This design comes from an exercise in tuning for small area and a short achievable clock period on the open sky130 flow, not from production work.
At most, simulation tests tie the RTL to the original design; equivalence was not proved.
Power and IR drop assume default switching activity.

## pe_with_buffers
module pe_with_buffers (
    input  logic        clk,
    input  logic        rst_n,
    input  logic        cyc,
    input  logic        stb,
    input  logic        we,
    input  logic [2:0]  adr,
    input  logic [31:0] dat_w,
    output logic [31:0] dat_r,
    output logic        ack,
    output logic        m_valid,
    output logic [24:0] m_beat,
    output logic        pe_ready,
    output logic        pe_idle
);
Size in the first run: about 2400 cells after synthesis, about 100 I/O pins, about 41000 um2 of cells after synthesis.
export LEC_CHECK = 0
export CAP_MARGIN = 20
export CORE_MARGIN = 2
export CORE_UTILIZATION = 60
export PLACE_DENSITY = 0.72
export SLEW_MARGIN = 20
create_clock -name core_clock -period 10.0 [get_ports {clk}]
standard.sh (not shown) runs the stock make flow with config.mk's settings and CLKGATE_MAP_FILE= SYNTH_SCRIPT=/design/flow/synth_recipe.tcl, a recipe that flattens the netlist after the stock synthesis.
==> flow/flow/run.sh <==
#!/bin/bash
# The standard layout (standard.sh, unchanged synthesis), with timing repair
# aimed below the clock period and plain buffers on the ports.
set -euo pipefail
cd "$(dirname "${BASH_SOURCE[0]}")/.."
bash standard.sh SETUP_SLACK_MARGIN=6.7 TNS_END_PERCENT=100 \
    "BUFFER_PORTS_ARGS=-buffer_cell sky130_fd_sc_hd__buf_2" finish > flow_make.log 2>&1
Then changed:
--- a/flow/design.v
+++ b/flow/design.v
@@ -198,24 +198,18 @@
     logic        pv_q;        
     logic        pv_q2;       
     logic [16:0] ps_q, pc_q;  
     logic [16:0] m1_q;        
     logic [17:0] m0_q;        
     logic [16:0] n0_q;        
     logic [23:0] sum_q;       
     assign win_full = (win_cnt == 2'd2);
-    logic [26:0] kneg_q;
     always_ff @(posedge clk) begin
-        if (wr_kernel) begin
-            kern_q <= kernel;
-            kneg_q <= {9'd0 - {kernel[23], kernel[23:16]},
-                       9'd0 - {kernel[15], kernel[15:8]},
-                       9'd0 - {kernel[7], kernel[7:0]}};
-        end
+        if (wr_kernel) kern_q <= kernel;
     end
     always_ff @(posedge clk) begin
         if (!rst_n) begin
             win_cnt   <= '0;
             out_valid <= 1'b0;
         end else begin
             out_valid <= pixel_valid && win_full;
             if (row_start) begin
@@ -224,19 +218,19 @@
                 win_cnt <= win_cnt + 1'b1;
             end
         end
     end
     logic [9:0] w0p, w1p, w2p, w0n, w1n, w2n;
     assign w0p = {{2{kern_q[7]}},  kern_q[7:0]};
     assign w1p = {{2{kern_q[15]}}, kern_q[15:8]};
     assign w2p = {{2{kern_q[23]}}, kern_q[23:16]};
-    assign w0n = {kneg_q[8],  kneg_q[8:0]};
-    assign w1n = {kneg_q[17], kneg_q[17:9]};
-    assign w2n = {kneg_q[26], kneg_q[26:18]};
+    assign w0n = 10'd0 - w0p;
+    assign w1n = 10'd0 - w1p;
+    assign w2n = 10'd0 - w2p;
     logic [33:0] rows_in;
     assign dig_in  = booth_enc(dat_w[7:0]);
     assign rows_in = booth_rows(dig_in, w2p, w2n);
     logic [33:0] rows_sh;
     logic [16:0] prod_sh;
     logic [9:0]  wp_sh, wn_sh;
     assign rows_sh = booth_rows(sdig_q, wp_sh, wn_sh);
     assign prod_sh = rows_sh[16:0] + rows_sh[33:17];
@@ -258,42 +252,35 @@
             n0_q <= prod_sh;
         end
     end
     logic [23:0] ring [4][8];
     logic [2:0]  rot  [4];
     logic [23:0] base;
     logic [23:0] wr_data;
     logic [4:0]  wr_addr_d;
-    logic [2:0]  rot_d [4];
-    logic [3:0]  wr_row, shift_row, mis_d;
+    logic [3:0]  wr_row, mis, shift_row;
     logic [4:0]  bsel_q;      
     always_comb begin
         if (!rst_n || cnt_rst) begin
             wr_addr_d = '0;
         end else if (out_valid) begin
             wr_addr_d = wr_addr + 1'b1;
         end else begin
             wr_addr_d = wr_addr;
         end
     end
     for (genvar r = 0; r < 4; r++) begin : g_rot
         assign wr_row[r]    = out_valid && (wr_addr[4:3] == r);
-        assign shift_row[r] = wr_row[r] ||
-                              (rot[r] != ((wr_addr[4:3] == r) ? wr_addr[2:0] : 3'd0));
-        assign rot_d[r]     = rot[r] + {2'd0, shift_row[r]};
-        assign mis_d[r]     = rot_d[r] != ((wr_addr_d[4:3] == r) ? wr_addr_d[2:0] : 3'd0);
+        assign mis[r]       = rot[r] != ((wr_addr[4:3] == r) ? wr_addr[2:0] : 3'd0);
+        assign shift_row[r] = wr_row[r] || mis[r];
     end
     always_ff @(posedge clk) begin
-        if (mis_d[0])          bsel_q <= 5'b00001;
-        else if (mis_d[1])     bsel_q <= 5'b00010;
-        else if (mis_d[2])     bsel_q <= 5'b00100;
-        else if (mis_d[3])     bsel_q <= 5'b01000;
-        else if (first_chan_d) bsel_q <= 5'b10000;
-        else                   bsel_q <= {1'b0, 4'b0001 << wr_addr_d[4:3]};
+        if (first_chan_d) bsel_q <= 5'b10000;
+        else              bsel_q <= {1'b0, 4'b0001 << wr_addr_d[4:3]};
     end
     assign base = ({24{bsel_q[0]}} & ring[0][0]) | ({24{bsel_q[1]}} & ring[1][0]) |
                   ({24{bsel_q[2]}} & ring[2][0]) | ({24{bsel_q[3]}} & ring[3][0]) |
                   ({24{bsel_q[4]}} & bias);
     logic [23:0] sc, sd, m0x;
     assign m0x = {{6{m0_q[17]}}, m0_q};
     always_comb begin
         sc = base ^ {7'd0, m1_q} ^ m0x;
@@ -303,25 +290,27 @@
         sum_q <= sc + sd;
     end
     logic [23:0] oa, ob;
     always_comb begin
         oa = sum_q ^ {7'd0, ps_q} ^ {7'd0, pc_q};
         ob = ((sum_q & {7'd0, ps_q}) | (sum_q & {7'd0, pc_q}) | ({7'd0, ps_q} & {7'd0, pc_q})) << 1;
     end
     assign wr_data = oa + ob;
-    logic [23:0] ring_in;
-    assign ring_in = out_valid ? wr_data : base;
+    logic [23:0] ring_in, recirc;
+    assign recirc  = ({24{mis[0]}} & ring[0][0]) | ({24{mis[1]}} & ring[1][0]) |
+                     ({24{mis[2]}} & ring[2][0]) | ({24{mis[3]}} & ring[3][0]);
+    assign ring_in = out_valid ? wr_data : recirc;
     for (genvar r = 0; r < 4; r++) begin : g_row
         always_ff @(posedge clk) begin
             if (shift_row[r]) begin
                 for (int s = 0; s < 7; s++) ring[r][s] <= ring[r][s+1];
                 ring[r][7] <= ring_in;
             end
-            rot[r] <= rot_d[r];
+            rot[r] <= rot[r] + {2'd0, shift_row[r]};
         end
     end
     always_ff @(posedge clk) begin
         if (!rst_n) begin
             wr_addr  <= '0;
             row_done <= 1'b0;
             m_valid  <= 1'b0;
         end else begin
Result:
- setup slack is better by 140 ps
- maximum frequency is higher by a few percent
- sequential power is lower slightly
- wire length is lower slightly
- critical path depth is lower by 2
- utilization is higher by 0.59 points
- power is lower slightly
- clock-buffer cell count is lower by 14
No functional check of the RTL was part of the first run of this note.

static timing again, ports no longer ideal:
In the flow no input, the clock included, has a driving cell. The finished layouts below were timed again as built, in two steps.
Step 1 assumes that a clkbuf_16 drives the clock port and a buf_2 every other input.
Step 2 also shifts input and output timing later by t, the mid clock arrival at the registers, as if the neighbouring blocks saw the same clock.
Slacks: ideal ports / drivers / drivers and shift; pairs: ideal ports / drivers.
run | t (ns) | setup slack, ns | slew at the worst register clock pin (ns)
the first run | 0.728 | 5.956 / 5.956 / 5.655 | 0.07 / 0.07
the second run | 0.695 | 6.092 / 6.092 / 5.704 | 0.07 / 0.07
After both steps every run listed still meets setup and hold. The setup slack of the second run, which loses most, moves by 0.000 ns with the drivers and by -0.388 ns with both steps.
